Source: an optimization exercise on an open RTL-to-GDS flow (aim: small area, a short achievable clock period and few clock cycles per item). Production flows keep margins and buffers that such runs may drop.
Function was checked by simulation only, so behaviour that the tests miss may differ from the original.
Power and IR drop assume default switching activity.

==> design.v <==
`default_nettype none
module exec_prefix_add #(
    parameter int N = 32
) (
    input  logic [N-1:0] a,
    input  logic [N-1:0] b,
    input  logic         cin,
    output logic [N-1:0] sum,
    output logic         cout
);
    logic [N-1:0] g0, p0, g, p;
    assign p0 = a ^ b;
    always_comb begin
        g0    = a & b;
        g0[0] = (a[0] & b[0]) | (p0[0] & cin);
    end
    always_comb begin
        g = g0;
        p = p0;
        for (int step = 1; step < N; step = step * 2) begin
            for (int i = 0; i < N; i++) begin
                if ((i / step) % 2 == 1) begin
                    g[i] = g[i] | (p[i] & g[(i / step) * step - 1]);
                    p[i] = p[i] & p[(i / step) * step - 1];
                end
            end
        end
    end
    assign sum  = p0 ^ {g[N-2:0], cin};
    assign cout = g[N-1];
endmodule
module exec_prefix_pg #(
    parameter int N = 32
) (
    input  logic [N-1:0] g0,
    input  logic [N-1:0] p0,
    input  logic         cin,
    output logic [N-1:0] sum,
    output logic         cout
);
    logic [N-1:0] g, p;
    always_comb begin
        g    = g0;
        p    = p0;
        g[0] = g0[0] | (p0[0] & cin);
        for (int step = 1; step < N; step = step * 2) begin
            for (int i = 0; i < N; i++) begin
                if ((i / step) % 2 == 1) begin
                    g[i] = g[i] | (p[i] & g[(i / step) * step - 1]);
                    p[i] = p[i] & p[(i / step) * step - 1];
                end
            end
        end
    end
    assign sum  = p0 ^ {g[N-2:0], cin};
    assign cout = g[N-1];
endmodule
module exec_less_than #(
    parameter int N = 32
) (
    input  logic [N-1:0] a,
    input  logic [N-1:0] b,
    output logic         lt
);
    logic [N-1:0] g, p;
    always_comb begin
        g = a & ~b;
        p = a ^ ~b;
        g[0] = g[0] | p[0];    
        for (int step = 1; step < N; step = step * 2) begin
            for (int i = 2 * step - 1; i < N; i = i + 2 * step) begin
                g[i] = g[i] | (p[i] & g[i - step]);
                p[i] = p[i] & p[i - step];
            end
        end
    end
    assign lt = ~g[N-1];
endmodule
`default_nettype wire
`default_nettype none
module exec_mul_csa (
    input  logic [33:0] s_in,
    input  logic [33:0] c_in,
    input  logic [31:0] a,
    input  logic [3:0]  one,
    input  logic [3:0]  two,
    input  logic [3:0]  neg,
    input  logic [7:0]  corr_a,
    input  logic [7:0]  corr_b,
    input  logic        klast,
    output logic [41:0] sum_out,
    output logic [41:0] carry_out
);
    logic [3:0]  nneg;
    logic [32:0] row0, row1, row2, row3;
    logic [33:0] a2;
    assign a2 = {1'b0, a, 1'b0};
    always_comb begin
        nneg = ~neg;
        for (int k = 0; k < 33; k++) begin
            row0[k] = ((one[0] & a2[k+1]) | (two[0] & a2[k])) ^ neg[0];
            row1[k] = ((one[1] & a2[k+1]) | (two[1] & a2[k])) ^ neg[1];
            row2[k] = ((one[2] & a2[k+1]) | (two[2] & a2[k])) ^ neg[2];
            row3[k] = ((one[3] & a2[k+1]) | (two[3] & a2[k])) ^ neg[3];
        end
    end
    logic fs0, fc0, fs1, fc1, fs2, fc2, fs3, fc3, fs4, fc4, fs5, fc5, fs6, fc6, fs7, fc7, fs8, fc8, fs9, fc9, fs10, fc10, fs11, fc11, fs12, fc12, fs13, fc13, fs14, fc14, fs15, fc15, fs16, fc16, fs17, fc17, fs18, fc18, fs19, fc19, fs20, fc20, fs21, fc21, fs22, fc22, fs23, fc23, fs24, fc24, fs25, fc25, fs26, fc26, fs27, fc27, fs28, fc28, fs29, fc29, fs30, fc30, fs31, fc31, fs32, fc32, fs33, fc33, fs34, fc34, fs35, fc35, fs36, fc36, fs37, fc37, fs38, fc38, fs39, fc39, fs40, fc40, fs41, fc41, fs42, fc42, fs43, fc43, fs44, fc44, fs45, fc45, fs46, fc46, fs47, fc47, fs48, fc48, fs49, fc49, fs50, fc50, fs51, fc51, fs52, fc52, fs53, fc53, fs54, fc54, fs55, fc55, fs56, fc56, fs57, fc57, fs58, fc58, fs59, fc59, fs60, fc60, fs61, fc61, fs62, fc62, fs63, fc63, fs64, fc64, fs65, fc65, fs66, fc66, fs67, fc67, fs68, fc68, fs69, fc69, fs70, fc70, fs71, fc71, fs72, fc72, fs73, fc73, fs74, fc74, fs75, fc75, fs76, fc76, fs77, fc77, fs78, fc78, fs79, fc79, fs80, fc80, fs81, fc81, fs82, fc82, fs83, fc83, fs84, fc84, fs85, fc85, fs86, fc86, fs87, fc87, fs88, fc88, fs89, fc89, fs90, fc90, fs91, fc91, fs92, fc92, fs93, fc93, fs94, fc94, fs95, fc95, fs96, fc96, fs97, fc97, fs98, fc98, fs99, fc99, fs100, fc100, fs101, fc101, fs102, fc102, fs103, fc103, fs104, fc104, fs105, fc105, fs106, fc106, fs107, fc107, fs108, fc108, fs109, fc109, fs110, fc110, fs111, fc111, fs112, fc112, fs113, fc113, fs114, fc114, fs115, fc115, fs116, fc116, fs117, fc117, fs118, fc118, fs119, fc119, fs120, fc120, fs121, fc121, fs122, fc122, fs123, fc123, fs124, fc124, fs125, fc125, fs126, fc126, fs127, fc127, fs128, fc128, fs129, fc129, fs130, fc130, fs131, fc131, fs132, fc132, fs133, fc133, fs134, fc134, fs135, fc135, fs136, fc136, fs137, fc137, fs138, fc138, fs139, fc139, fs140, fc140, fs141, fc141, fs142, fc142, fs143, fc143, fs144, fc144, fs145, fc145, fs146, fc146, fs147, fc147, fs148, fc148, fs149, fc149, fs150, fc150, fs151, fc151, fs152, fc152, fs153, fc153, fs154, fc154, fs155, fc155, fs156, fc156, fs157, fc157, fs158, fc158, fs159, fc159, fs160, fc160, fs161, fc161;
    logic hs0, hc0, hs1, hc1, hs2, hc2, hs3, hc3, hs4, hc4, hs5, hc5, hs6, hc6, hs7, hc7, hs8, hc8, hs9, hc9, hs10, hc10, hs11, hc11, hs12, hc12, hs13, hc13, hs14, hc14, hs15, hc15, hs16, hc16, hs17, hc17;
    exec_fa u_fa0 (.a(s_in[0]), .b(c_in[0]), .c(nneg[0]), .s(fs0), .co(fc0));
    exec_fa u_fa1 (.a(s_in[1]), .b(c_in[1]), .c(neg[0]), .s(fs1), .co(fc1));
    exec_ha u_ha0 (.a(row0[1]), .b(fc0), .s(hs0), .c(hc0));
    exec_fa u_fa2 (.a(s_in[2]), .b(c_in[2]), .c(nneg[1]), .s(fs2), .co(fc2));
    exec_fa u_fa3 (.a(row0[2]), .b(row1[0]), .c(fc1), .s(fs3), .co(fc3));
    exec_ha u_ha1 (.a(fs2), .b(hc0), .s(hs1), .c(hc1));
    exec_fa u_fa4 (.a(s_in[3]), .b(c_in[3]), .c(neg[1]), .s(fs4), .co(fc4));
    exec_fa u_fa5 (.a(row0[3]), .b(row1[1]), .c(fc2), .s(fs5), .co(fc5));
    exec_fa u_fa6 (.a(fs4), .b(fc3), .c(fs5), .s(fs6), .co(fc6));
    exec_fa u_fa7 (.a(s_in[4]), .b(c_in[4]), .c(nneg[2]), .s(fs7), .co(fc7));
    exec_fa u_fa8 (.a(row0[4]), .b(row1[2]), .c(row2[0]), .s(fs8), .co(fc8));
    exec_fa u_fa9 (.a(fc4), .b(fs7), .c(fc5), .s(fs9), .co(fc9));
    exec_ha u_ha2 (.a(fs8), .b(fc6), .s(hs2), .c(hc2));
    exec_fa u_fa10 (.a(s_in[5]), .b(c_in[5]), .c(neg[2]), .s(fs10), .co(fc10));
    exec_fa u_fa11 (.a(row0[5]), .b(row1[3]), .c(row2[1]), .s(fs11), .co(fc11));
    exec_fa u_fa12 (.a(fc7), .b(fs10), .c(fc8), .s(fs12), .co(fc12));
    exec_fa u_fa13 (.a(fs11), .b(fc9), .c(fs12), .s(fs13), .co(fc13));
    exec_fa u_fa14 (.a(s_in[6]), .b(c_in[6]), .c(nneg[3]), .s(fs14), .co(fc14));
    exec_fa u_fa15 (.a(row0[6]), .b(row1[4]), .c(row2[2]), .s(fs15), .co(fc15));
    exec_fa u_fa16 (.a(row3[0]), .b(fc10), .c(fs14), .s(fs16), .co(fc16));
    exec_fa u_fa17 (.a(fc11), .b(fs15), .c(fs16), .s(fs17), .co(fc17));
    exec_ha u_ha3 (.a(fc12), .b(fs17), .s(hs3), .c(hc3));
    exec_fa u_fa18 (.a(s_in[7]), .b(c_in[7]), .c(neg[3]), .s(fs18), .co(fc18));
    exec_fa u_fa19 (.a(row0[7]), .b(row1[5]), .c(row2[3]), .s(fs19), .co(fc19));
    exec_fa u_fa20 (.a(row3[1]), .b(fc14), .c(fs18), .s(fs20), .co(fc20));
    exec_fa u_fa21 (.a(fc15), .b(fs19), .c(fc16), .s(fs21), .co(fc21));
    exec_fa u_fa22 (.a(fs20), .b(fs21), .c(fc17), .s(fs22), .co(fc22));
    exec_fa u_fa23 (.a(s_in[8]), .b(c_in[8]), .c(klast), .s(fs23), .co(fc23));
    exec_fa u_fa24 (.a(row0[8]), .b(row1[6]), .c(row2[4]), .s(fs24), .co(fc24));
    exec_fa u_fa25 (.a(row3[2]), .b(fc18), .c(fs23), .s(fs25), .co(fc25));
    exec_fa u_fa26 (.a(fc19), .b(fs24), .c(fc20), .s(fs26), .co(fc26));
    exec_fa u_fa27 (.a(fs25), .b(fc21), .c(fs26), .s(fs27), .co(fc27));
    exec_fa u_fa28 (.a(s_in[9]), .b(c_in[9]), .c(row0[9]), .s(fs28), .co(fc28));
    exec_fa u_fa29 (.a(row1[7]), .b(row2[5]), .c(row3[3]), .s(fs29), .co(fc29));
    exec_fa u_fa30 (.a(fc23), .b(fc24), .c(fs28), .s(fs30), .co(fc30));
    exec_fa u_fa31 (.a(fs29), .b(fc25), .c(fc26), .s(fs31), .co(fc31));
    exec_ha u_ha4 (.a(fs30), .b(fc27), .s(hs4), .c(hc4));
    exec_fa u_fa32 (.a(s_in[10]), .b(c_in[10]), .c(klast), .s(fs32), .co(fc32));
    exec_fa u_fa33 (.a(row0[10]), .b(row1[8]), .c(row2[6]), .s(fs33), .co(fc33));
    exec_fa u_fa34 (.a(row3[4]), .b(fs32), .c(fc28), .s(fs34), .co(fc34));
    exec_fa u_fa35 (.a(fc29), .b(fs33), .c(fc30), .s(fs35), .co(fc35));
    exec_fa u_fa36 (.a(fs34), .b(fc31), .c(fs35), .s(fs36), .co(fc36));
    exec_fa u_fa37 (.a(s_in[11]), .b(c_in[11]), .c(row0[11]), .s(fs37), .co(fc37));
    exec_fa u_fa38 (.a(row1[9]), .b(row2[7]), .c(row3[5]), .s(fs38), .co(fc38));
    exec_fa u_fa39 (.a(fc32), .b(fc33), .c(fs37), .s(fs39), .co(fc39));
    exec_fa u_fa40 (.a(fs38), .b(fc34), .c(fs39), .s(fs40), .co(fc40));
    exec_ha u_ha5 (.a(fc35), .b(fs40), .s(hs5), .c(hc5));
    exec_fa u_fa41 (.a(s_in[12]), .b(c_in[12]), .c(klast), .s(fs41), .co(fc41));
    exec_fa u_fa42 (.a(row0[12]), .b(row1[10]), .c(row2[8]), .s(fs42), .co(fc42));
    exec_fa u_fa43 (.a(row3[6]), .b(fs41), .c(fc37), .s(fs43), .co(fc43));
    exec_fa u_fa44 (.a(fc38), .b(fs42), .c(fc39), .s(fs44), .co(fc44));
    exec_fa u_fa45 (.a(fs43), .b(fc40), .c(fs44), .s(fs45), .co(fc45));
    exec_fa u_fa46 (.a(s_in[13]), .b(c_in[13]), .c(row0[13]), .s(fs46), .co(fc46));
    exec_fa u_fa47 (.a(row1[11]), .b(row2[9]), .c(row3[7]), .s(fs47), .co(fc47));
    exec_fa u_fa48 (.a(fc41), .b(fc42), .c(fs46), .s(fs48), .co(fc48));
    exec_fa u_fa49 (.a(fs47), .b(fc43), .c(fs48), .s(fs49), .co(fc49));
    exec_ha u_ha6 (.a(fc44), .b(fs49), .s(hs6), .c(hc6));
    exec_fa u_fa50 (.a(s_in[14]), .b(c_in[14]), .c(klast), .s(fs50), .co(fc50));
    exec_fa u_fa51 (.a(row0[14]), .b(row1[12]), .c(row2[10]), .s(fs51), .co(fc51));
    exec_fa u_fa52 (.a(row3[8]), .b(fs50), .c(fc46), .s(fs52), .co(fc52));
    exec_fa u_fa53 (.a(fc47), .b(fs51), .c(fc48), .s(fs53), .co(fc53));
    exec_fa u_fa54 (.a(fs52), .b(fc49), .c(fs53), .s(fs54), .co(fc54));
    exec_fa u_fa55 (.a(s_in[15]), .b(c_in[15]), .c(row0[15]), .s(fs55), .co(fc55));
    exec_fa u_fa56 (.a(row1[13]), .b(row2[11]), .c(row3[9]), .s(fs56), .co(fc56));
    exec_fa u_fa57 (.a(fc50), .b(fc51), .c(fs55), .s(fs57), .co(fc57));
    exec_fa u_fa58 (.a(fs56), .b(fc52), .c(fs57), .s(fs58), .co(fc58));
    exec_ha u_ha7 (.a(fc53), .b(fs58), .s(hs7), .c(hc7));
    exec_fa u_fa59 (.a(s_in[16]), .b(c_in[16]), .c(klast), .s(fs59), .co(fc59));
    exec_fa u_fa60 (.a(row0[16]), .b(row1[14]), .c(row2[12]), .s(fs60), .co(fc60));
    exec_fa u_fa61 (.a(row3[10]), .b(fs59), .c(fc55), .s(fs61), .co(fc61));
    exec_fa u_fa62 (.a(fc56), .b(fs60), .c(fc57), .s(fs62), .co(fc62));
    exec_fa u_fa63 (.a(fs61), .b(fc58), .c(fs62), .s(fs63), .co(fc63));
    exec_fa u_fa64 (.a(s_in[17]), .b(c_in[17]), .c(row0[17]), .s(fs64), .co(fc64));
    exec_fa u_fa65 (.a(row1[15]), .b(row2[13]), .c(row3[11]), .s(fs65), .co(fc65));
    exec_fa u_fa66 (.a(fc59), .b(fc60), .c(fs64), .s(fs66), .co(fc66));
    exec_fa u_fa67 (.a(fs65), .b(fc61), .c(fs66), .s(fs67), .co(fc67));
    exec_ha u_ha8 (.a(fc62), .b(fs67), .s(hs8), .c(hc8));
    exec_fa u_fa68 (.a(s_in[18]), .b(c_in[18]), .c(klast), .s(fs68), .co(fc68));
    exec_fa u_fa69 (.a(row0[18]), .b(row1[16]), .c(row2[14]), .s(fs69), .co(fc69));
    exec_fa u_fa70 (.a(row3[12]), .b(fs68), .c(fc64), .s(fs70), .co(fc70));
    exec_fa u_fa71 (.a(fc65), .b(fs69), .c(fc66), .s(fs71), .co(fc71));
    exec_fa u_fa72 (.a(fs70), .b(fc67), .c(fs71), .s(fs72), .co(fc72));
    exec_fa u_fa73 (.a(s_in[19]), .b(c_in[19]), .c(row0[19]), .s(fs73), .co(fc73));
    exec_fa u_fa74 (.a(row1[17]), .b(row2[15]), .c(row3[13]), .s(fs74), .co(fc74));
    exec_fa u_fa75 (.a(fc68), .b(fc69), .c(fs73), .s(fs75), .co(fc75));
    exec_fa u_fa76 (.a(fs74), .b(fc70), .c(fs75), .s(fs76), .co(fc76));
    exec_ha u_ha9 (.a(fc71), .b(fs76), .s(hs9), .c(hc9));
    exec_fa u_fa77 (.a(s_in[20]), .b(c_in[20]), .c(klast), .s(fs77), .co(fc77));
    exec_fa u_fa78 (.a(row0[20]), .b(row1[18]), .c(row2[16]), .s(fs78), .co(fc78));
    exec_fa u_fa79 (.a(row3[14]), .b(fs77), .c(fc73), .s(fs79), .co(fc79));
    exec_fa u_fa80 (.a(fc74), .b(fs78), .c(fc75), .s(fs80), .co(fc80));
    exec_fa u_fa81 (.a(fs79), .b(fc76), .c(fs80), .s(fs81), .co(fc81));
    exec_fa u_fa82 (.a(s_in[21]), .b(c_in[21]), .c(row0[21]), .s(fs82), .co(fc82));
    exec_fa u_fa83 (.a(row1[19]), .b(row2[17]), .c(row3[15]), .s(fs83), .co(fc83));
    exec_fa u_fa84 (.a(fc77), .b(fc78), .c(fs82), .s(fs84), .co(fc84));
    exec_fa u_fa85 (.a(fs83), .b(fc79), .c(fs84), .s(fs85), .co(fc85));
    exec_ha u_ha10 (.a(fc80), .b(fs85), .s(hs10), .c(hc10));
    exec_fa u_fa86 (.a(s_in[22]), .b(c_in[22]), .c(klast), .s(fs86), .co(fc86));
    exec_fa u_fa87 (.a(row0[22]), .b(row1[20]), .c(row2[18]), .s(fs87), .co(fc87));
    exec_fa u_fa88 (.a(row3[16]), .b(fs86), .c(fc82), .s(fs88), .co(fc88));
    exec_fa u_fa89 (.a(fc83), .b(fs87), .c(fc84), .s(fs89), .co(fc89));
    exec_fa u_fa90 (.a(fs88), .b(fc85), .c(fs89), .s(fs90), .co(fc90));
    exec_fa u_fa91 (.a(s_in[23]), .b(c_in[23]), .c(row0[23]), .s(fs91), .co(fc91));
    exec_fa u_fa92 (.a(row1[21]), .b(row2[19]), .c(row3[17]), .s(fs92), .co(fc92));
    exec_fa u_fa93 (.a(fc86), .b(fc87), .c(fs91), .s(fs93), .co(fc93));
    exec_fa u_fa94 (.a(fs92), .b(fc88), .c(fs93), .s(fs94), .co(fc94));
    exec_ha u_ha11 (.a(fc89), .b(fs94), .s(hs11), .c(hc11));
    exec_fa u_fa95 (.a(s_in[24]), .b(c_in[24]), .c(klast), .s(fs95), .co(fc95));
    exec_fa u_fa96 (.a(row0[24]), .b(row1[22]), .c(row2[20]), .s(fs96), .co(fc96));
    exec_fa u_fa97 (.a(row3[18]), .b(fs95), .c(fc91), .s(fs97), .co(fc97));
    exec_fa u_fa98 (.a(fc92), .b(fs96), .c(fc93), .s(fs98), .co(fc98));
    exec_fa u_fa99 (.a(fs97), .b(fc94), .c(fs98), .s(fs99), .co(fc99));
    exec_fa u_fa100 (.a(s_in[25]), .b(c_in[25]), .c(row0[25]), .s(fs100), .co(fc100));
    exec_fa u_fa101 (.a(row1[23]), .b(row2[21]), .c(row3[19]), .s(fs101), .co(fc101));
    exec_fa u_fa102 (.a(fc95), .b(fc96), .c(fs100), .s(fs102), .co(fc102));
    exec_fa u_fa103 (.a(fs101), .b(fc97), .c(fs102), .s(fs103), .co(fc103));
    exec_ha u_ha12 (.a(fc98), .b(fs103), .s(hs12), .c(hc12));
    exec_fa u_fa104 (.a(s_in[26]), .b(c_in[26]), .c(klast), .s(fs104), .co(fc104));
    exec_fa u_fa105 (.a(row0[26]), .b(row1[24]), .c(row2[22]), .s(fs105), .co(fc105));
    exec_fa u_fa106 (.a(row3[20]), .b(fs104), .c(fc100), .s(fs106), .co(fc106));
    exec_fa u_fa107 (.a(fc101), .b(fs105), .c(fc102), .s(fs107), .co(fc107));
    exec_fa u_fa108 (.a(fs106), .b(fc103), .c(fs107), .s(fs108), .co(fc108));
    exec_fa u_fa109 (.a(s_in[27]), .b(c_in[27]), .c(row0[27]), .s(fs109), .co(fc109));
    exec_fa u_fa110 (.a(row1[25]), .b(row2[23]), .c(row3[21]), .s(fs110), .co(fc110));
    exec_fa u_fa111 (.a(fc104), .b(fc105), .c(fs109), .s(fs111), .co(fc111));
    exec_fa u_fa112 (.a(fs110), .b(fc106), .c(fs111), .s(fs112), .co(fc112));
    exec_ha u_ha13 (.a(fc107), .b(fs112), .s(hs13), .c(hc13));
    exec_fa u_fa113 (.a(s_in[28]), .b(c_in[28]), .c(klast), .s(fs113), .co(fc113));
    exec_fa u_fa114 (.a(row0[28]), .b(row1[26]), .c(row2[24]), .s(fs114), .co(fc114));
    exec_fa u_fa115 (.a(row3[22]), .b(fs113), .c(fc109), .s(fs115), .co(fc115));
    exec_fa u_fa116 (.a(fc110), .b(fs114), .c(fc111), .s(fs116), .co(fc116));
    exec_fa u_fa117 (.a(fs115), .b(fc112), .c(fs116), .s(fs117), .co(fc117));
    exec_fa u_fa118 (.a(s_in[29]), .b(c_in[29]), .c(row0[29]), .s(fs118), .co(fc118));
    exec_fa u_fa119 (.a(row1[27]), .b(row2[25]), .c(row3[23]), .s(fs119), .co(fc119));
    exec_fa u_fa120 (.a(fc113), .b(fc114), .c(fs118), .s(fs120), .co(fc120));
    exec_fa u_fa121 (.a(fs119), .b(fc115), .c(fs120), .s(fs121), .co(fc121));
    exec_ha u_ha14 (.a(fc116), .b(fs121), .s(hs14), .c(hc14));
    exec_fa u_fa122 (.a(s_in[30]), .b(c_in[30]), .c(klast), .s(fs122), .co(fc122));
    exec_fa u_fa123 (.a(row0[30]), .b(row1[28]), .c(row2[26]), .s(fs123), .co(fc123));
    exec_fa u_fa124 (.a(row3[24]), .b(fs122), .c(fc118), .s(fs124), .co(fc124));
    exec_fa u_fa125 (.a(fc119), .b(fs123), .c(fc120), .s(fs125), .co(fc125));
    exec_fa u_fa126 (.a(fs124), .b(fc121), .c(fs125), .s(fs126), .co(fc126));
    exec_fa u_fa127 (.a(s_in[31]), .b(c_in[31]), .c(row0[31]), .s(fs127), .co(fc127));
    exec_fa u_fa128 (.a(row1[29]), .b(row2[27]), .c(row3[25]), .s(fs128), .co(fc128));
    exec_fa u_fa129 (.a(fc122), .b(fc123), .c(fs127), .s(fs129), .co(fc129));
    exec_fa u_fa130 (.a(fs128), .b(fc124), .c(fs129), .s(fs130), .co(fc130));
    exec_ha u_ha15 (.a(fc125), .b(fs130), .s(hs15), .c(hc15));
    exec_fa u_fa131 (.a(s_in[32]), .b(c_in[32]), .c(corr_a[0]), .s(fs131), .co(fc131));
    exec_fa u_fa132 (.a(corr_b[0]), .b(klast), .c(row0[32]), .s(fs132), .co(fc132));
    exec_fa u_fa133 (.a(row1[30]), .b(row2[28]), .c(row3[26]), .s(fs133), .co(fc133));
    exec_fa u_fa134 (.a(fs131), .b(fc127), .c(fc128), .s(fs134), .co(fc134));
    exec_fa u_fa135 (.a(fs132), .b(fs133), .c(fc129), .s(fs135), .co(fc135));
    exec_fa u_fa136 (.a(fs134), .b(fc130), .c(fs135), .s(fs136), .co(fc136));
    exec_fa u_fa137 (.a(s_in[33]), .b(c_in[33]), .c(nneg[0]), .s(fs137), .co(fc137));
    exec_fa u_fa138 (.a(corr_a[1]), .b(corr_b[1]), .c(row1[31]), .s(fs138), .co(fc138));
    exec_fa u_fa139 (.a(row2[29]), .b(row3[27]), .c(fs137), .s(fs139), .co(fc139));
    exec_fa u_fa140 (.a(fc131), .b(fc132), .c(fc133), .s(fs140), .co(fc140));
    exec_fa u_fa141 (.a(fs138), .b(fs139), .c(fc134), .s(fs141), .co(fc141));
    exec_fa u_fa142 (.a(fs140), .b(fc135), .c(fs141), .s(fs142), .co(fc142));
    exec_fa u_fa143 (.a(corr_a[2]), .b(corr_b[2]), .c(klast), .s(fs143), .co(fc143));
    exec_fa u_fa144 (.a(row1[32]), .b(row2[30]), .c(row3[28]), .s(fs144), .co(fc144));
    exec_fa u_fa145 (.a(fc137), .b(fs143), .c(fc138), .s(fs145), .co(fc145));
    exec_fa u_fa146 (.a(fs144), .b(fc139), .c(fc140), .s(fs146), .co(fc146));
    exec_fa u_fa147 (.a(fs145), .b(fc141), .c(fs146), .s(fs147), .co(fc147));
    exec_fa u_fa148 (.a(nneg[1]), .b(corr_a[3]), .c(corr_b[3]), .s(fs148), .co(fc148));
    exec_fa u_fa149 (.a(row2[31]), .b(row3[29]), .c(fc143), .s(fs149), .co(fc149));
    exec_fa u_fa150 (.a(fs148), .b(fc144), .c(fs149), .s(fs150), .co(fc150));
    exec_fa u_fa151 (.a(fc145), .b(fc146), .c(fs150), .s(fs151), .co(fc151));
    exec_fa u_fa152 (.a(corr_a[4]), .b(corr_b[4]), .c(klast), .s(fs152), .co(fc152));
    exec_fa u_fa153 (.a(row2[32]), .b(row3[30]), .c(fc148), .s(fs153), .co(fc153));
    exec_fa u_fa154 (.a(fs152), .b(fc149), .c(fs153), .s(fs154), .co(fc154));
    exec_ha u_ha16 (.a(fc150), .b(fs154), .s(hs16), .c(hc16));
    exec_fa u_fa155 (.a(nneg[2]), .b(corr_a[5]), .c(corr_b[5]), .s(fs155), .co(fc155));
    exec_fa u_fa156 (.a(row3[31]), .b(fc152), .c(fs155), .s(fs156), .co(fc156));
    exec_fa u_fa157 (.a(fc153), .b(fs156), .c(fc154), .s(fs157), .co(fc157));
    exec_fa u_fa158 (.a(corr_a[6]), .b(corr_b[6]), .c(klast), .s(fs158), .co(fc158));
    exec_fa u_fa159 (.a(row3[32]), .b(fc155), .c(fs158), .s(fs159), .co(fc159));
    exec_ha u_ha17 (.a(fc156), .b(fs159), .s(hs17), .c(hc17));
    exec_fa u_fa160 (.a(nneg[3]), .b(corr_a[7]), .c(corr_b[7]), .s(fs160), .co(fc160));
    exec_fa u_fa161 (.a(fc158), .b(fs160), .c(fc159), .s(fs161), .co(fc161));
    assign sum_out[0] = row0[0];
    assign carry_out[0] = fs0;
    assign sum_out[1] = fs1;
    assign carry_out[1] = hs0;
    assign sum_out[2] = fs3;
    assign carry_out[2] = hs1;
    assign sum_out[3] = hc1;
    assign carry_out[3] = fs6;
    assign sum_out[4] = fs9;
    assign carry_out[4] = hs2;
    assign sum_out[5] = hc2;
    assign carry_out[5] = fs13;
    assign sum_out[6] = fc13;
    assign carry_out[6] = hs3;
    assign sum_out[7] = hc3;
    assign carry_out[7] = fs22;
    assign sum_out[8] = fc22;
    assign carry_out[8] = fs27;
    assign sum_out[9] = fs31;
    assign carry_out[9] = hs4;
    assign sum_out[10] = hc4;
    assign carry_out[10] = fs36;
    assign sum_out[11] = hs5;
    assign carry_out[11] = fc36;
    assign sum_out[12] = hc5;
    assign carry_out[12] = fs45;
    assign sum_out[13] = hs6;
    assign carry_out[13] = fc45;
    assign sum_out[14] = hc6;
    assign carry_out[14] = fs54;
    assign sum_out[15] = hs7;
    assign carry_out[15] = fc54;
    assign sum_out[16] = hc7;
    assign carry_out[16] = fs63;
    assign sum_out[17] = hs8;
    assign carry_out[17] = fc63;
    assign sum_out[18] = hc8;
    assign carry_out[18] = fs72;
    assign sum_out[19] = hs9;
    assign carry_out[19] = fc72;
    assign sum_out[20] = hc9;
    assign carry_out[20] = fs81;
    assign sum_out[21] = hs10;
    assign carry_out[21] = fc81;
    assign sum_out[22] = hc10;
    assign carry_out[22] = fs90;
    assign sum_out[23] = hs11;
    assign carry_out[23] = fc90;
    assign sum_out[24] = hc11;
    assign carry_out[24] = fs99;
    assign sum_out[25] = hs12;
    assign carry_out[25] = fc99;
    assign sum_out[26] = hc12;
    assign carry_out[26] = fs108;
    assign sum_out[27] = hs13;
    assign carry_out[27] = fc108;
    assign sum_out[28] = hc13;
    assign carry_out[28] = fs117;
    assign sum_out[29] = hs14;
    assign carry_out[29] = fc117;
    assign sum_out[30] = hc14;
    assign carry_out[30] = fs126;
    assign sum_out[31] = hs15;
    assign carry_out[31] = fc126;
    assign sum_out[32] = hc15;
    assign carry_out[32] = fs136;
    assign sum_out[33] = fs142;
    assign carry_out[33] = fc136;
    assign sum_out[34] = fc142;
    assign carry_out[34] = fs147;
    assign sum_out[35] = fc147;
    assign carry_out[35] = fs151;
    assign sum_out[36] = hs16;
    assign carry_out[36] = fc151;
    assign sum_out[37] = hc16;
    assign carry_out[37] = fs157;
    assign sum_out[38] = hs17;
    assign carry_out[38] = fc157;
    assign sum_out[39] = hc17;
    assign carry_out[39] = fs161;
    assign sum_out[40] = fc160;
    assign carry_out[40] = fc161;
    assign sum_out[41] = 1'b0;
    assign carry_out[41] = 1'b0;
endmodule
module exec_fa (input logic a, input logic b, input logic c, output logic s, output logic co);
    assign s  = a ^ b ^ c;
    assign co = (a & b) | (a & c) | (b & c);
endmodule
module exec_ha (input logic a, input logic b, output logic s, output logic c);
    assign s = a ^ b;
    assign c = a & b;
endmodule
`default_nettype wire
`default_nettype none
module exec_stage (
    input  logic        clock,
    input  logic        reset,
    input  logic        issue_valid,
    input  logic [1:0]  issue_fu,
    input  logic [3:0]  issue_func,
    input  logic [1:0]  opa_select,
    input  logic [2:0]  opb_select,
    input  logic [31:0] inst,
    input  logic [31:0] pc,
    input  logic [31:0] rs1_value,
    input  logic [31:0] rs2_value,
    input  logic [4:0]  issue_tag,
    input  logic        complete_credit,
    output logic [2:0]  fu_free,
    output logic        complete_valid,
    output logic [1:0]  complete_fu,
    output logic [4:0]  complete_tag,
    output logic [31:0] complete_result,
    output logic        complete_take
);
    localparam logic [3:0] ALU_ADD = 4'd0, ALU_SUB = 4'd1, ALU_AND = 4'd2, ALU_OR = 4'd3,
                           ALU_XOR = 4'd4, ALU_SLT = 4'd5, ALU_SLTU = 4'd6, ALU_SLL = 4'd7,
                           ALU_SRL = 4'd8, ALU_SRA = 4'd9;
    localparam logic [3:0] MUL = 4'd10, MULH = 4'd11, MULHSU = 4'd12;
    localparam logic [6:0] OPCODE_JAL  = 7'b1101111;
    localparam logic [6:0] OPCODE_JALR = 7'b1100111;
    logic [31:0] opa, opb;
    logic [29:0] pc_inc;
    always_comb begin
        logic [29:0] c;
        c = pc[31:2];
        for (int step = 1; step < 30; step = step * 2) begin
            for (int i = 0; i < 30; i++) begin
                if ((i / step) % 2 == 1) c[i] = c[i] & c[(i / step) * step - 1];
            end
        end
        pc_inc = pc[31:2] ^ {c[28:0], 1'b1};
    end
    always_comb begin
        case (opa_select)
            2'd0:    opa = rs1_value;
            2'd1:    opa = {pc_inc, pc[1:0]};
            2'd2:    opa = pc;
            default: opa = '0;
        endcase
    end
    always_comb begin
        case (opb_select)
            3'd0:    opb = rs2_value;
            3'd1:    opb = {{20{inst[31]}}, inst[31:20]};
            3'd2:    opb = {{20{inst[31]}}, inst[31:25], inst[11:7]};
            3'd3:    opb = {{19{inst[31]}}, inst[31], inst[7], inst[30:25], inst[11:8], 1'b0};
            3'd4:    opb = {inst[31:12], 12'b0};
            3'd5:    opb = {{11{inst[31]}}, inst[31], inst[19:12], inst[20], inst[30:21], 1'b0};
            default: opb = '0;
        endcase
    end
    logic in_eq_lo, in_eq_hi, in_lt_lo, in_lt_hi, in_jal, in_jalr;
    exec_less_than #(.N(16)) u_lt_lo (.a(rs1_value[15:0]), .b(rs2_value[15:0]), .lt(in_lt_lo));
    exec_less_than #(.N(16)) u_lt_hi (.a(rs1_value[31:16]), .b(rs2_value[31:16]), .lt(in_lt_hi));
    assign in_eq_lo = (rs1_value[15:0] == rs2_value[15:0]);
    assign in_eq_hi = (rs1_value[31:16] == rs2_value[31:16]);
    assign in_jal   = (inst[6:0] == OPCODE_JAL);
    assign in_jalr  = (inst[6:0] == OPCODE_JALR);
    localparam int S_SUM = 0, S_AND = 1, S_OR = 2, S_XOR = 3, S_SLT = 4, S_SLTU = 5,
                   S_SL = 6, S_SR = 7;
    logic        in_sub;
    logic [7:0]  in_sel;
    assign in_sub = !issue_fu[1] &&
                    (issue_func == ALU_SUB || issue_func == ALU_SLT || issue_func == ALU_SLTU);
    always_comb begin
        in_sel = '0;
        if (issue_fu[1]) begin
            in_sel[S_SUM] = 1'b1;
        end else begin
            case (issue_func)
                ALU_ADD, ALU_SUB: in_sel[S_SUM]  = 1'b1;
                ALU_AND:          in_sel[S_AND]  = 1'b1;
                ALU_OR:           in_sel[S_OR]   = 1'b1;
                ALU_XOR:          in_sel[S_XOR]  = 1'b1;
                ALU_SLT:          in_sel[S_SLT]  = 1'b1;
                ALU_SLTU:         in_sel[S_SLTU] = 1'b1;
                ALU_SLL:          in_sel[S_SL]   = 1'b1;
                default:          in_sel[S_SR]   = 1'b1;
            endcase
        end
    end
    logic        x_v, x_br, x_jump, x_clr0, x_sub, x_shl, x_sra;
    logic        x_eq_lo, x_eq_hi, x_lt_lo, x_lt_hi, x_s1, x_s2;
    logic [2:0]  x_f3;
    logic [4:0]  x_rot;
    logic [7:0]  x_sel;
    logic [4:0]  x_tag;
    logic        x_a31;
    logic [31:0] x_p, x_g;
    logic [4:0]  x_sh;
    logic [31:0] in_bx;
    assign in_bx = (in_sel[S_SL] || in_sel[S_SR]) ? 32'b0 : opb ^ {32{in_sub}};
    always_ff @(posedge clock) begin
        if (reset) x_v <= 1'b0;
        else       x_v <= issue_valid && (issue_fu != 2'd1);
    end
    always_ff @(posedge clock) begin
        x_br   <= issue_fu[1];
        x_sel  <= in_sel;
        x_sub  <= in_sub;
        x_shl  <= (issue_func == ALU_SLL);
        x_rot  <= (issue_func == ALU_SLL) ? 5'd0 - opb[4:0] : opb[4:0];
        x_sra  <= (issue_func == ALU_SRA);
        x_tag  <= issue_tag;
        x_a31  <= opa[31];
        x_p    <= opa ^ in_bx;
        x_g    <= opa & in_bx;
        x_sh   <= opb[4:0];
        x_jump  <= in_jal | in_jalr;
        x_f3    <= inst[14:12];
        x_eq_lo <= in_eq_lo;
        x_eq_hi <= in_eq_hi;
        x_lt_lo <= in_lt_lo;
        x_lt_hi <= in_lt_hi;
        x_s1    <= rs1_value[31];
        x_s2    <= rs2_value[31];
        x_clr0 <= issue_fu[1] & in_jalr;
    end
    logic x_beq, x_bltu, x_blt, x_cond, x_take;
    assign x_beq  = x_eq_hi & x_eq_lo;
    assign x_bltu = x_lt_hi | (x_eq_hi & x_lt_lo);
    assign x_blt  = (x_s1 ^ x_s2) ? x_s1 : x_bltu;
    always_comb begin
        case (x_f3)
            3'b000:  x_cond = x_beq;
            3'b001:  x_cond = ~x_beq;
            3'b100:  x_cond = x_blt;
            3'b101:  x_cond = ~x_blt;
            3'b110:  x_cond = x_bltu;
            3'b111:  x_cond = ~x_bltu;
            default: x_cond = 1'b0;
        endcase
    end
    assign x_take = x_jump | x_cond;
    logic [31:0] x_sum;
    logic        x_cout, x_ltu, x_lt;
    logic [31:0] sh_rot, sh_mask, sh_mask_l, sh_out;
    logic [31:0] x_res;
    exec_prefix_pg #(.N(32)) u_add (
        .g0(x_g), .p0(x_p), .cin(x_sub), .sum(x_sum), .cout(x_cout)
    );
    assign x_ltu = ~x_cout;
    assign x_lt  = ~x_p[31] ? x_a31 : x_ltu;
    always_comb begin
        sh_rot = x_p;
        for (int k = 0; k < 5; k++) begin
            if (x_rot[k]) sh_rot = 32'({sh_rot, sh_rot} >> (1 << k));
        end
    end
    always_comb begin
        for (int i = 0; i < 32; i++) sh_mask_l[i] = ({27'b0, x_sh} <= i);
        for (int i = 0; i < 32; i++) sh_mask[i] = x_shl ? sh_mask_l[i] : sh_mask_l[31-i];
    end
    assign sh_out = (sh_rot & sh_mask) | ({32{x_sra & x_a31}} & ~sh_mask);
    assign x_res = ({32{x_sel[S_SUM]}} & {x_sum[31:1], x_sum[0] & ~x_clr0})
                 | ({32{x_sel[S_AND]}} & x_g)
                 | ({32{x_sel[S_OR]}}  & (x_g | x_p))
                 | ({32{x_sel[S_XOR]}} & x_p)
                 | {31'b0, (x_sel[S_SLT] & x_lt) | (x_sel[S_SLTU] & x_ltu)}
                 | ({32{x_sel[S_SL] | x_sel[S_SR]}} & sh_out);
    logic        pa_v, pb_v, r_v;
    logic        m_busy;
    logic [1:0]  m_cnt;
    logic [1:0]  credits;
    logic        has_credit;
    logic        m_last, m_first;
    logic        grant_x, grant_pa, grant_pb, grant_mul, granted;
    function automatic logic [3:0] arbitrate(input logic credit, input logic mul_first,
                                             input logic pa, input logic pb, input logic x,
                                             input logic mul);
        arbitrate = 4'b0000;
        if (credit) begin
            if (mul_first)  arbitrate = 4'b0001;    
            else if (pa)    arbitrate = 4'b0100;
            else if (pb)    arbitrate = 4'b0010;
            else if (x)     arbitrate = 4'b1000;
            else if (mul)   arbitrate = 4'b0001;
        end
    endfunction
    logic x_v_n, pa_v_n, pb_v_n, r_v_n, m_busy_n, m_first_n, has_credit_n;
    logic m_free, m_step;
    logic park_a, park_b;
    logic [1:0] credits_next;
    assign x_v_n        = issue_valid && (issue_fu != 2'd1);
    assign pa_v_n       = park_a || (pa_v && !grant_pa);
    assign pb_v_n       = park_b || (pb_v && !grant_pb);
    assign r_v_n        = m_last || (r_v && !grant_mul);
    assign m_busy_n     = m_free ? (issue_valid && (issue_fu == 2'd1)) : m_busy;
    assign m_first_n    = m_free || (m_first && !m_step);
    assign has_credit_n = (credits_next != 2'd0);
    always_ff @(posedge clock) begin
        if (reset) begin
            {grant_x, grant_pa, grant_pb, grant_mul} <= 4'b0000;
        end else begin
            {grant_x, grant_pa, grant_pb, grant_mul} <=
                arbitrate(has_credit_n, r_v_n && m_busy_n && m_first_n, pa_v_n, pb_v_n, x_v_n,
                          r_v_n);
        end
    end
    assign granted = grant_x | grant_pa | grant_pb | grant_mul;
    assign fu_free = {(grant_x & x_br) | grant_pb, m_last, (grant_x & ~x_br) | grant_pa};
    logic [31:0] pa_res, pb_res;
    logic [4:0]  pa_tag, pb_tag;
    logic        pb_take;
    assign park_a = x_v && !x_br && !grant_x;
    assign park_b = x_v &&  x_br && !grant_x;
    always_ff @(posedge clock) begin
        if (reset) begin
            pa_v <= 1'b0;
            pb_v <= 1'b0;
        end else begin
            if (park_a)        pa_v <= 1'b1;
            else if (grant_pa) pa_v <= 1'b0;
            if (park_b)        pb_v <= 1'b1;
            else if (grant_pb) pb_v <= 1'b0;
        end
    end
    always_ff @(posedge clock) begin
        if (park_a) begin
            pa_res <= x_res;
            pa_tag <= x_tag;
        end
        if (park_b) begin
            pb_res  <= x_res;
            pb_tag  <= x_tag;
            pb_take <= x_take;
        end
    end
    logic [31:0] m_a, m_b;
    logic        m_a32, m_uext;
    logic [3:0]  m_one, m_two, m_neg;
    logic [33:0] m_s, m_c;
    logic        m_ci;
    logic [7:0]  m_ls, m_lc;
    logic        m_hi;
    logic [4:0]  m_tag;
    logic        r_hi;
    logic [4:0]  r_tag;
    logic [31:0] mh_res;
    logic        in_asgn, in_bsgn, in_a32, in_uext;
    assign in_asgn = (issue_func == MUL) || (issue_func == MULH) || (issue_func == MULHSU);
    assign in_bsgn = (issue_func == MUL) || (issue_func == MULH);
    assign in_a32  = in_asgn & opa[31];
    assign in_uext = ~in_bsgn & opb[31];
    assign m_free = !m_busy || m_last;
    assign m_step = m_busy && (!m_first || !r_v || grant_mul);
    logic [7:0]  m_abyte_next, m_corr_a, m_corr_b;
    logic [33:0] m_s_in, m_c_in;
    logic [41:0] m_sum, m_carry;
    logic [7:0]  m_low;
    logic        m_cout;
    always_comb begin
        case (m_cnt)
            2'd0:    m_abyte_next = m_a[15:8];
            2'd1:    m_abyte_next = m_a[23:16];
            default: m_abyte_next = m_a[31:24];
        endcase
    end
    assign m_s_in   = m_first ? 34'h0AAAAAAAB : m_s;
    assign m_c_in   = m_first ? {1'b0, m_a32, 32'b0} : m_c;
    exec_mul_csa u_csa (
        .s_in(m_s_in), .c_in(m_c_in), .a(m_a), .one(m_one), .two(m_two), .neg(m_neg),
        .corr_a(m_corr_a), .corr_b(m_corr_b), .klast(m_last),
        .sum_out(m_sum), .carry_out(m_carry)
    );
    assign {m_cout, m_low} = {1'b0, m_ls} + {1'b0, m_lc} + {8'b0, m_ci};
    function automatic logic [11:0] booth(input logic [8:0] b9);
        logic [3:0] one, two, neg;
        for (int i = 0; i < 4; i++) begin
            one[i] = b9[2*i+1] ^ b9[2*i];
            two[i] = (b9[2*i+2] & ~b9[2*i+1] & ~b9[2*i]) | (~b9[2*i+2] & b9[2*i+1] & b9[2*i]);
            neg[i] = b9[2*i+2];
        end
        booth = {one, two, neg};
    endfunction
    logic [11:0] in_booth, m_next_booth;
    assign in_booth     = booth({opb[7:0], 1'b0});
    assign m_next_booth = booth(m_b[15:7]);
    always_ff @(posedge clock) begin
        if (reset) begin
            m_busy <= 1'b0;
            m_last <= 1'b0;
            r_v    <= 1'b0;
        end else begin
            if (m_free) begin
                m_busy <= issue_valid && (issue_fu == 2'd1);
                m_last <= 1'b0;
            end else if (m_step) begin
                m_last <= (m_cnt == 2'd2);
            end
            if (m_last)         r_v <= 1'b1;
            else if (grant_mul) r_v <= 1'b0;
        end
    end
    always_ff @(posedge clock) begin
        if (m_free) begin
            m_cnt   <= 2'd0;
            m_first <= 1'b1;
            m_a     <= opa;
            m_b     <= opb;
            m_a32   <= in_a32;
            m_uext  <= in_uext;
            {m_one, m_two, m_neg} <= in_booth;
            m_corr_a <= {8{in_uext}} & opa[7:0];
            m_corr_b <= {8{in_a32}} & ~opb[7:0];
            m_hi    <= (issue_func != MUL);
            m_tag   <= issue_tag;
        end else if (m_step) begin
            m_cnt   <= m_cnt + 2'd1;
            m_first <= 1'b0;
            m_b     <= {m_low, m_b[31:8]};
            {m_one, m_two, m_neg} <= m_next_booth;
            m_corr_a <= {8{m_uext}} & m_abyte_next;
            m_corr_b <= {8{m_a32}} & ~m_b[15:8];
        end
    end
    always_ff @(posedge clock) begin
        if (m_step) begin
            m_ls <= m_sum[7:0];
            m_lc <= m_carry[7:0];
            m_ci <= !m_first && m_cout;
            m_c  <= m_carry[41:8];
            if (m_last && !m_hi) m_s <= {10'b0, m_low, m_b[31:16]};
            else                 m_s <= m_sum[41:8];
        end
        if (m_last) begin
            r_hi  <= m_hi;
            r_tag <= m_tag;
        end
    end
    logic [39:0] mh_sum;
    exec_prefix_add #(.N(40)) u_mh_add (
        .a({m_s[31:0], m_ls}), .b({m_c[31:0], m_lc}), .cin(m_ci), .sum(mh_sum), .cout()
    );
    assign mh_res = r_hi ? mh_sum[39:8] : {mh_sum[7:0], m_s[23:0]};
    assign credits_next = credits + {1'b0, complete_credit} - {1'b0, granted};
    always_ff @(posedge clock) begin
        if (reset) begin
            credits        <= 2'd2;
            has_credit     <= 1'b1;
            complete_valid <= 1'b0;
        end else begin
            credits        <= credits_next;
            has_credit     <= (credits_next != 2'd0);
            complete_valid <= granted;
        end
    end
    always_ff @(posedge clock) begin
        complete_fu     <= grant_x ? {x_br, 1'b0} : grant_pa ? 2'd0 : grant_pb ? 2'd2 : 2'd1;
        complete_tag    <= grant_x ? x_tag : grant_pa ? pa_tag : grant_pb ? pb_tag : r_tag;
        complete_take   <= grant_x ? (x_br & x_take) : grant_pb & pb_take;
        complete_result <= ({32{grant_x}}   & x_res)
                         | ({32{grant_pa}}  & pa_res)
                         | ({32{grant_pb}}  & pb_res)
                         | ({32{grant_mul}} & mh_res);
    end
endmodule
`default_nettype wire
==> flow/run.sh <==
#!/bin/bash
# The standard layout, with the port buffers made of buf_2 cells instead of the cell
# buffer_ports picks by default. Synthesis, floorplan, power grid and the rest are the
# standard flow's. make's full output goes to standard.log in this folder; ORFS writes
# each step's log under orfs/logs/.
set -euo pipefail
bash standard.sh "BUFFER_PORTS_ARGS=-buffer_cell sky130_fd_sc_hd__buf_2" finish > standard.log 2>&1
==> standard.sh <==
#!/bin/bash
# synth_recipe.tcl (not shown) runs the flow's synth.tcl, then flattens the netlist and writes it again
# the make line also repeats each setting of config.mk as NAME=value (left out here)
make -C /OpenROAD-flow-scripts/flow DESIGN_CONFIG=/design/flow/config.mk WORK_HOME=/design/flow/orfs CLKGATE_MAP_FILE= SYNTH_SCRIPT=/design/flow/synth_recipe.tcl "${@:-finish}"
==> config.mk <==
export PLATFORM = sky130hd
export DESIGN_NAME = exec_stage
export DESIGN_NICKNAME = exec_stage
export VERILOG_FILES = /design/flow/design.v
export SDC_FILE = /design/flow/constraint.sdc
export NUM_CORES = 4
export LEC_CHECK = 0
export CAP_MARGIN = 20
export CORE_MARGIN = 2
export CORE_UTILIZATION = 62
export PLACE_DENSITY = 0.7
export SETUP_SLACK_MARGIN = 4.6
export SLEW_MARGIN = 20
==> constraint.sdc <==
create_clock -name core_clock -period 8.0 [get_ports {clock}]
set_input_delay 1.6000 -clock core_clock [delete_from_list [all_inputs] [get_ports {clock}]]
set_output_delay 1.6000 -clock core_clock [all_outputs]
set_load 0.01 [all_outputs]
==> results of run 1 <==
==> worst register-to-register path: stages (launching register included) <==
cell and delay [ns]:
edfxtp_1 0.45, buf_12 0.18, buf_4 0.14, a22oi_2 0.16
xnor2_1 0.12, fa_1 0.57, fa_1 0.52, inv_1 0.06
fa_1 0.47, inv_1 0.04, ha_1 0.26, mux2_2 0.26
==> path summary, 6_finish.rpt <==
kind	end	from	slack, ns	cells past startpoint
worst min-delay path	r_tag[3]	m_tag[3]	0.42	0
worst max register to register	m_s[3]	m_two[0]	4.53	11
worst max-delay path	m_s[3]	m_two[0]	4.53	11
worst min register to register	r_tag[3]	m_tag[3]	0.42	0
==> registers in the layout, summed over array words and instances, names as in the netlist, 8 cells and up <==
register,count
m_c,33
m_s,33
complete_result,32
m_a,32
pa_res,32
pb_res,32
x_g,32
x_p,32
m_b,28
m_corr_a,8
m_corr_b,8
m_lc,8
m_ls,8
x_sel,8
==> metrics by stage <==
| stage | instance area, um^2 | total power, mW | worst slack, ns | util, % |
|---|---|---|---|---|
| 6_report | 33980 | 9.991 | 4.528 | 70.87 |
| 5_1_grt | 33980 | 10.47 | 4.464 | 70.87 |
| 4_1_cts | 33300 | 9.708 | 4.588 | 69.46 |
| 3_5_place_dp | 31510 | 7.536 | 3.444 | 65.73 |
| 3_3_place_gp | 31500 | 7.323 | 3.584 | 65.70 |
| 2_1_floorplan | 30360 | 5.966 | 4.198 | - |
==> cell families (layout without fill, tap and decap cells) <==
family	after synthesis	after routing	share of synthesized area, %
fa+ha+maj	307	307	16.83
compound gates	736	736	16.16
xor+xnor	249	249	7.203
simple gates	642	642	9.972
mux	178	178	7.918
other cells	0	1	0
flops	414	414	35.84
buf+inv	474	628	6.083
==> per-layer routing <==
layer / up-vias / part of all wire [%] / global-route usage [%]
li1: 10885 / - / -
met1: 12294 / 36 / 53.86
met2: 1852 / 44 / 62.50
met3: 358 / 13 / 12.07
met4: 6 / 6.8 / 23.46
met5: - / 0.15 / 0
==> layout by cell type (no fill, tap or decap), drive strengths merged, types with 10 or more instances in the layout <==
cell type,n
buf,295
edfxtp,256
inv,247
xnor2,220
nand2,218
o21ai,183
nor2,172
fa,167
a22oi,166
a21oi,158
dfxtp,158
ha,140
mux2i,82
clkbuf,71
mux2,52
nor2b,48
a222oi,47
mux4,44
nand2b,44
nand3,40
xor2,29
or2,25
a21o,24
and2,22
nand4,19
o211ai,18
o21a,15
a31oi,15
nor3,15
a31o,13
o21bai,10
a22o,10
a221o,10
o31ai,10
clkinv,10
==> layout make-up <==
type	instances	share of cell area [%]
Multi-Input combinational cell	2112	53.00
Sequential cell	414	31.97
Timing Repair Buffer	298	5.578
Clock buffer	68	3.859
Inverter	248	2.795
Tap cell	615	2.264
Clock inverter	14	0.5339
Antenna cell	1	0.007364
==> power by group <==
group | internal (mW) | leakage [nW] | switching, mW | total [mW]
clock | 1.21 | 0.724 | 0.892 | 2.10
combinational | 1.94 | 9.37 | 2.74 | 4.68
sequential | 2.81 | 3.85 | 0.397 | 3.21
total | 5.96 | 13.9 | 4.03 | 9.99
==> repair_timing <==
action,4_1_cts,5_1_grt
cloned,0,2
pin swaps,12,43
gates resized for setup,42,78
endpoints found under the setup margin,174,98
buffers inserted,22,40
==> results.yml, run 1 <==
clocking:
  cts_tree: "yes"
  root_buffer: "clkbuf_16"
  clkLatencyLatePin_ns: 0.61
  clockBufferDepth: 3
  clkTransAtPathRegs_ns: 0.06
  clkSinkCount: 414
  cts_hold_buf: 0
  cts_buffers: 44
  htreeDepth: 2
synthesis:
  yosysSeqAreaShare_pct: 35.84
  yosysWarningCount: 5
  synth_largest_area_cell: "edfxtp_1"
  syn_nets: 3455
  synth_top_area_share_pct: 25.39
  synth_commonest_cells: "edfxtp_1, inv_1, xnor2_1"
  yosysMostFrequentCell: "edfxtp_1"
  ys_ff_latch: 414
  synthArstFlopShare_pct: 0
  syn_area_um2: 30280
  synthCells: 3000
  synthTopCellsByArea: "edfxtp_1, fa_1, dfxtp_1"
  synthDistinctLibCells: 78
  postSynthAreaPerCell_um2: 10.09
  synthFlopType: "edfxtp_1"
  synth_edf_count: 256
worst_setup_path:
  crit_required_ns: 8.34
  cp_data_arrival_time_ns: 3.81
  critPathKind: "register to register"
  crit_path_end_kind: "register"
  path_cells: "buf_12, buf_4, a22oi_2, xnor2_1, fa_1, fa_1, inv_1, fa_1, inv_1, ha_1, mux2_2"
  cp_slowest_stage_delay_ns: 0.57
  cpMaxStageDelayCell: "fa_1"
  path_common_cell: "fa_1"
  critPathTopFamily: "adder cells"
  worstPathMaxFanout: 7
  critPathLaunchType: "register"
  crit_buf_inv: 4
drt:
  routed_wl_mm: 106.7
  dr.pass1.iters: 8
  wl_per_cell_um: 28.30
  via_per_inst: 6.736
  final_antenna_net_count: 0
  drc: 0
  vias: 25395
  drt_iter0_drc: 3738
sta:
  fin_skew_ns: 0.03192
  hold_slack_ns: 0.4237
  drv_slew: 0
  max_freq_mhz: 288.1
  hold_violations: 0
  min_period_ns: 3.472
  period_share_pct: 43.39
  finalSetupViolations: 0
  rsz0062_at_grt: "yes"
  max_slew.worst_pin.slew_ns: 1.303
  fin_setup_tns_ns: 0
  slew_headroom_pct: 12.18
layout:
  area_growth_pct: 12.24
  final_cells: 3770
  drive_above_1_share_pct: 18.93
  multiInputGateArea_um2: 18010
  register_area_um2: 10860
  nets: 3573
  fill_cells: 3464
die:
  ioPinCount: 192
  die_y_um: 225.0
  initial_core_util_pct: 63.15
  core_um2: 47950
  die_w_um: 225.0
  dieArea_um2: 50620
  rows: 80
run:
  cap_violations: 0
min_path:
  hp-class: "register to register"
power:
  power_leakage_nw: 13.94
  ir_drop_mv: 0.2031
  power.density_nw_per_um2: 294.0
placement:
  port_buffers: 191
  gp_congestion: 1.017
  hpwl_mm: 79.14
  dp.cells: 3623
global_route:
  grt_pass1_wl_mm: 153.6
  grt_max_degree: 84
  track_usage_pct: 41.51
  grt_pass1_vias: 24031
  antenna_found_initial: 5
  overflow: 0
status:
  outcome: "finished clean"
Testbench counts, summed over its fixed seeds: cycles 39,051, items 32,000.
==> inputs of run 2 (changes only) <==
--- a/config.mk
+++ b/config.mk
@@ -9,5 +9,5 @@
 export CORE_MARGIN = 2
 export CORE_UTILIZATION = 62
 export PLACE_DENSITY = 0.7
-export SETUP_SLACK_MARGIN = 4.6
+export SETUP_SLACK_MARGIN = 4.8
 export SLEW_MARGIN = 20
==> run 2 against run 1 <==
Still clean on timing, DRC and antenna. Hold slack lost 0.0015 ns. Critical path depth shrank 2. Register-to-register slack got worse by 0.02 ns. Non-clock buffer count grew 67. Routed wire length up 2.3%. Worst setup slack got worse by 0.021 ns. Synthesized cell count did not move. Final cell count is 1.8% higher. Power is 4.3% higher. First-iteration DRC count is 3.2% higher. Highest routed layer unchanged. Count of clock-buffer cells in the layout is 13 lower. Combinational power rose by 9.8%.
==> results.yml, run 2 <==
status:
  outcome: "finished clean"
layout:
  final_util_pct: 74.01
  drive_above_1_share_pct: 24.37
  top_regs: "m_c: 33 flops, m_s: 33 flops"
  final_cells: 3838
  final_common_cell: "edfxtp_1"
  area_growth_pct: 17.20
  layout_common_cells: "edfxtp_1, inv_1, nand2_1"
  fill_cells: 3247
  multiInputGateArea_um2: 18690
  nets: 3640
  register_area_um2: 10870
synthesis:
  synthAdderAreaFrac_pct: 16.83
  synthDistinctLibCells: 78
  syn_nets: 3455
  yosys.area_share.simple_pct: 9.972
  yosysMostFrequentCell: "edfxtp_1"
  synth_edf_count: 256
  synthXorXnorAreaFrac_pct: 7.203
  synth_commonest_cells: "edfxtp_1, inv_1, xnor2_1"
  yosysSeqAreaShare_pct: 35.84
  muxShareOfSynthArea_pct: 7.918
  synthTopCellsByArea: "edfxtp_1, fa_1, dfxtp_1"
  synthArstFlopShare_pct: 0
  syn_area_um2: 30280
  yosysWarningCount: 5
  synthFlopType: "edfxtp_1"
  synth_largest_area_cell: "edfxtp_1"
  synth_top_area_share_pct: 25.39
  ys_ff_latch: 414
  postSynthAreaPerCell_um2: 10.09
  synth_top_family_by_area: "adder cells"
  synth_compound_area_share_pct: 16.16
  synthCells: 3000
clocking:
  clkSinkCount: 414
  cts_tree: "yes"
  clkLatencyLatePin_ns: 0.62
  clockBufferDepth: 3
  cts_buffers: 44
  root_buffer: "clkbuf_16"
  htreeDepth: 2
  clkTransAtPathRegs_ns: 0.06
drt:
  wl_per_cell_um: 28.42
  dr.pass1.iters: 12
  drt_iter0_drc: 3858
  drc: 0
  vias: 25901
  final_antenna_net_count: 0
  via_per_inst: 6.749
  routed_wl_mm: 109.1
sta:
  fin_skew_ns: 0.03507
  drv_slew: 0
  max_freq_mhz: 286.3
  hold_slack_ns: 0.4222
  period_share_pct: 43.66
  slew_headroom_pct: 19.18
  rsz0062_at_grt: "yes"
  finalSetupViolations: 0
  min_period_ns: 3.493
  fin_setup_tns_ns: 0
  max_slew.worst_pin.slew_ns: 1.212
  hold_violations: 0
worst_setup_path:
  cp_data_arrival_time_ns: 3.82
  crit_path_end_kind: "register"
  endpoint: "m_c[2]"
  regToRegStartpoint: "m_two[0]"
  rrSetupSlack_ns: 4.51
  crit_required_ns: 8.33
  critPathLaunchType: "register"
  r2r-end: "m_c[2]"
  crit_start: "m_two[0]"
  worstPathMaxFanout: 8
  rr_worst_depth: 9
  critPathKind: "register to register"
die:
  dieArea_um2: 50620
  core_um2: 47950
  die_w_um: 225.0
  initial_core_util_pct: 63.15
  ioPinCount: 192
  rows: 80
  die_y_um: 225.0
placement:
  port_buffers: 191
  gp_congestion: 0.9976
  hpwl_mm: 77.68
  dp.cells: 3621
global_route:
  antenna_found_initial: 5
  grt_pass1_vias: 24744
  grt_max_degree: 101
  grt_pass1_wl_mm: 154.8
  track_usage_pct: 41.77
  overflow: 0
power:
  power_leakage_nw: 14.57
  ir_drop_mv: 0.1867
  power.density_nw_per_um2: 293.7
run:
  cap_violations: 0
min_path:
  hp-class: "register to register"
run 2: cell counts after synthesis:
Identical to the previous run, type by type.
run 2: worst min path at each step:
stage / start / endpoint / slack, ns / depth (start not counted)
2_1_floorplan: m_tag[0] / r_tag[0] / 0.40 / 0
3_3_place_gp: m_tag[1] / r_tag[1] / 0.40 / 0
3_5_place_dp: m_tag[3] / r_tag[3] / 0.41 / 0
4_1_cts: m_tag[3] / r_tag[3] / 0.42 / 0
5_1_grt: m_tag[3] / r_tag[3] / 0.43 / 0
6_report: m_tag[3] / r_tag[3] / 0.42 / 0
run 2: cell type report:
cell class / count / area share (%)
multi-input cells: 2112 / 52.67
flip-flops and latches: 414 / 30.64
repair buffers: 365 / 7.648
clock buffers: 55 / 3.392
inverters: 248 / 2.704
well taps: 615 / 2.168
clock inverters: 27 / 0.7687
diodes: 2 / 0.01410
run 2: cells by family after synthesis:
family	Yosys count
buffers and inverters	474
and+or+nand+nor	642
AOI/OAI and AO/OA	736
xor gates and xnor gates	249
muxes	178
DFF	414
adders and majority gates	307
run 2: through the flow:
step                power (mW)  setup slack (ns)  area [um^2]
finish                   10.42             4.507        35490
CTS                      9.791             4.635        34210
global placement         7.308             3.516        31560
floorplan                5.981             4.207        30510
detailed placement       7.493             3.440        31570
global route             10.89             4.473        35480
run 2: timing repair:
action                     4_1_cts  5_1_grt
gates cloned                     2        8
resized for setup              136      182
pin swaps                       51       90
buffers inserted                75       48
hold buffers                     0        0
hold endpoints to repair         0        0
setup endpoints to repair      184      164
run 2: report_power, final:
part | internal [mW] | switching (mW) | leakage, nW
Sequential | 2.81 | 0.362 | 3.85
Combinational | 2.22 | 2.92 | 9.99
Clock | 1.18 | 0.924 | 0.732
run 2: critical path, stage by stage (launching register included):
cell       delay [ns]
edfxtp_1         0.48
buf_6            0.18
clkbuf_16        0.16
buf_6            0.12
a22oi_2          0.15
xnor2_1          0.15
fa_1             0.50
fa_2             0.40
fa_1             0.61
fa_2             0.47
run 2: metal layers:
metal  global-route usage (%)  part of all wire, %
met1                    52.13                   35
met2                    63.49                   44
met3                    13.75                   13
met4                    24.72                  7.8
met5                        0                0.014
==> inputs of run 3 (changes only) <==
--- a/config.mk
+++ b/config.mk
@@ -8,6 +8,8 @@
 export CAP_MARGIN = 20
 export CORE_MARGIN = 2
 export CORE_UTILIZATION = 62
+export CTS_CLUSTER_DIAMETER = 80
+export CTS_CLUSTER_SIZE = 30
 export PLACE_DENSITY = 0.7
-export SETUP_SLACK_MARGIN = 4.8
+export SETUP_SLACK_MARGIN = 4.6
 export SLEW_MARGIN = 20
==> run 3 against run 2 <==
Global-route usage is 1.1 points lower. Via count is 2.8% lower. Sequential cell count stayed put. Sequential share of layout area is 1.9 points higher. Largest cell class unchanged. Clock power is about 30% lower. Still clean.
==> results.yml, run 3 <==
worst_setup_path:
  cp_data_arrival_time_ns: 3.82
  crit_required_ns: 8.34
  critPathKind: "register to register"
  worstPathMaxFanout: 8
  crit_path_end_kind: "register"
  regToRegStartpoint: "m_two[0]"
  critPathLaunchType: "register"
  crit_start: "m_two[0]"
layout:
  top_regs: "m_c: 33 flops, m_s: 33 flops"
  final_common_cell: "edfxtp_1"
  layout_common_cells: "edfxtp_1, inv_1, xnor2_1"
  area_growth_pct: 10.35
  final_cells: 3733
  nets: 3554
  drive_above_1_share_pct: 18.58
clocking:
  clkTransAtPathRegs_ns: 0.11
  cts_tree: "yes"
  htreeDepth: 1
  cts_hold_buf: 0
  clkSinkCount: 414
  cts_buffers: 23
  root_buffer: "clkbuf_16"
  clockBufferDepth: 3
  clkLatencyLatePin_ns: 0.59
power:
  p_int_mw: 5.404
  power.density_nw_per_um2: 279.9
  switching_share_pct: 42.22
  power_leakage_nw: 13.65
  switchingPower_mw: 3.948
  combPwrFrac_pct: 50.1
  power.total_mw: 9.352
  ir_drop_mv: 0.1783
  pwr-share-seq_pct: 34.2
  p_clk_share_pct: 15.7
die:
  die_y_um: 225.0
  rows: 80
  initial_core_util_pct: 63.15
  ioPinCount: 192
  die_w_um: 225.0
  core_um2: 47950
  dieArea_um2: 50620
sta:
  finalSetupViolations: 0
  fin_setup_tns_ns: 0
  period_share_pct: 43.42
  final.setup.worst_slack_ns: 4.526
  drv_slew: 0
  min_period_ns: 3.474
  max_slew.worst_pin.slew_ns: 1.244
  hold_slack_ns: 0.4337
  fin_skew_ns: 0.02515
  hold_violations: 0
  max_freq_mhz: 287.9
  rsz0062_at_grt: "yes"
  slew_headroom_pct: 16.19
drt:
  drc: 0
  drt_iter0_drc: 3804
  dr.pass1.iters: 13
  wl_per_cell_um: 28.29
  vias: 25171
  via_per_inst: 6.743
  final_antenna_net_count: 0
  routed_wl_mm: 105.6
synthesis:
  postSynthAreaPerCell_um2: 10.09
  yosysMostFrequentCell: "edfxtp_1"
  synth_largest_area_cell: "edfxtp_1"
  synthFlopType: "edfxtp_1"
  ys_ff_latch: 414
  synthTopCellsByArea: "edfxtp_1, fa_1, dfxtp_1"
  syn_area_um2: 30280
  synthDistinctLibCells: 78
  synth_edf_count: 256
  synth_commonest_cells: "edfxtp_1, inv_1, xnor2_1"
  synthCells: 3000
  synth_top_area_share_pct: 25.39
  yosysWarningCount: 5
  syn_nets: 3455
  yosysSeqAreaShare_pct: 35.84
  synthArstFlopShare_pct: 0
placement:
  place_ws_ns: 3.444
  gp_congestion: 1.017
  hpwl_mm: 79.14
  port_buffers: 191
  dp.cells: 3623
global_route:
  antenna_found_initial: 4
  grt_pass1_wl_mm: 151.4
  grt_pass1_vias: 23721
  overflow: 0
  track_usage_pct: 40.66
  grt_max_degree: 84
status:
  outcome: "finished clean"
min_path:
  hp-class: "register to register"
  hp-start: "m_tag[3]"
run:
  cap_violations: 0
## run 3: cell types whose count changed in the layout (fill, tap and decap cells not counted), moves of 17 or more
cell	delta
buf_4	-33
buf_6	-20
clkbuf_16	-26
fa_1	+19
inv_2	-17
fa_2	-19
inv_1	+17
## run 3: stage by stage
| stage | util (%) | area [um^2] |
|---|---|---|
| final | 69.68 | 33410 |
| after global routing | 69.67 | 33410 |
| after CTS | 68.10 | 32650 |
| after detailed placement | 65.73 | 31510 |
| after global placement | 65.70 | 31500 |
| after floorplan | - | 30360 |
## run 3: power by group through the flow
| stage | Combinational [mW] | Sequential, mW | Clock [mW] |
|---|---|---|---|
| 3_5_place_dp | 4.29 | 3.24 | 0 |
| 3_3_place_gp | 4.08 | 3.24 | 0 |
| 4_1_cts | 4.40 | 3.18 | 1.47 |
| 6_report | 4.68 | 3.20 | 1.47 |
| 5_1_grt | 5.06 | 3.20 | 1.54 |
| 2_1_floorplan | 2.98 | 2.98 | 0 |
## run 3: cell families after synthesis
family / Yosys count / synth area share [%]
AO/OA/AOI/OAI: 736 / 16.16
AND/OR/NAND/NOR: 642 / 9.972
buffers and inverters: 474 / 6.083
flip-flops: 414 / 35.84
adder cells (fa/ha/maj): 307 / 16.83
XOR/XNOR: 249 / 7.203
multiplexers: 178 / 7.918
## run 3: path summary, 6_finish.rpt
| check | to | slack (ns) | depth (start not counted) |
|---|---|---|---|
| hold reg to reg | r_tag[3] | 0.43 | 0 |
| hold / removal | r_tag[3] | 0.43 | 0 |
| setup reg to reg | m_s[7] | 4.53 | 10 |
| setup / recovery | m_s[7] | 4.53 | 10 |
## run 3: per-layer routing
layer	share of wire (%)	GRT usage [%]
met2	43	61.29
met3	13	10.21
met1	37	54.10
met4	6.8	22.20
met5	0.024	0
## run 3: layout make-up
class                           instances  area [um^2]
Clock inverter                         15        265.3
Timing Repair Buffer                  300         1923
Multi-Input combinational cell       2112        18040
Sequential cell                       414        10860
Inverter                              248        952.2
Clock buffer                           27        590.6
Antenna cell                            2        5.005
Tap cell                              615        769.5
Fill cell                            3551        14540
## run 3: worst max-delay path, stage by stage, from the launching register on
cell	delay, ns
edfxtp_1	0.49
buf_12	0.20
a22oi_2	0.27
xnor2_2	0.16
fa_2	0.50
fa_1	0.52
inv_1	0.05
fa_2	0.53
inv_2	0.05
ha_4	0.20
mux2_2	0.25
## run 3: repair_timing
item,4_1_cts,5_1_grt
gates resized for setup,49,84
buffers inserted,16,47
pin swaps,15,36
setup endpoints to repair,172,88
cloned,0,3

-- separate check: timing with driven ports --
The flow's constraints put no driver on any port. The routed layouts listed below were extracted and timed again, unchanged, in two steps.
Step 1 (the two cells are an assumption about what drives the block):
set clk [get_ports {clock}]
set_driving_cell -lib_cell sky130_fd_sc_hd__clkbuf_16 $clk
set_driving_cell -lib_cell sky130_fd_sc_hd__buf_2 [delete_from_list [all_inputs] $clk]
Step 2 times the ports against the registers' clock, not the clock port: input delays grow and output delays shrink by t, the midpoint of the rising clock arrivals with the driver on.
Slacks: no drivers / after step 1 / after step 2; pairs: no drivers / after step 1.
| run | shift t [ns] | setup WS [ns] | worst setup path at the end | worst data-port slew with drivers (ns) |
|---|---|---|---|---|
| run 1 | 0.661 | 4.528 / 4.528 / 4.051 | input to register | 0.05 |
| run 2 | 0.663 | 4.507 / 4.507 / 3.955 | input to register | 0.08 |
| run 3 | 0.642 | 4.526 / 4.526 / 4.043 | input to register | 0.05 |
After both steps setup and hold are still met in every run listed. For run 2, which loses most, drivers alone change the setup slack by 0.000 ns; drivers and shift together by -0.552 ns.
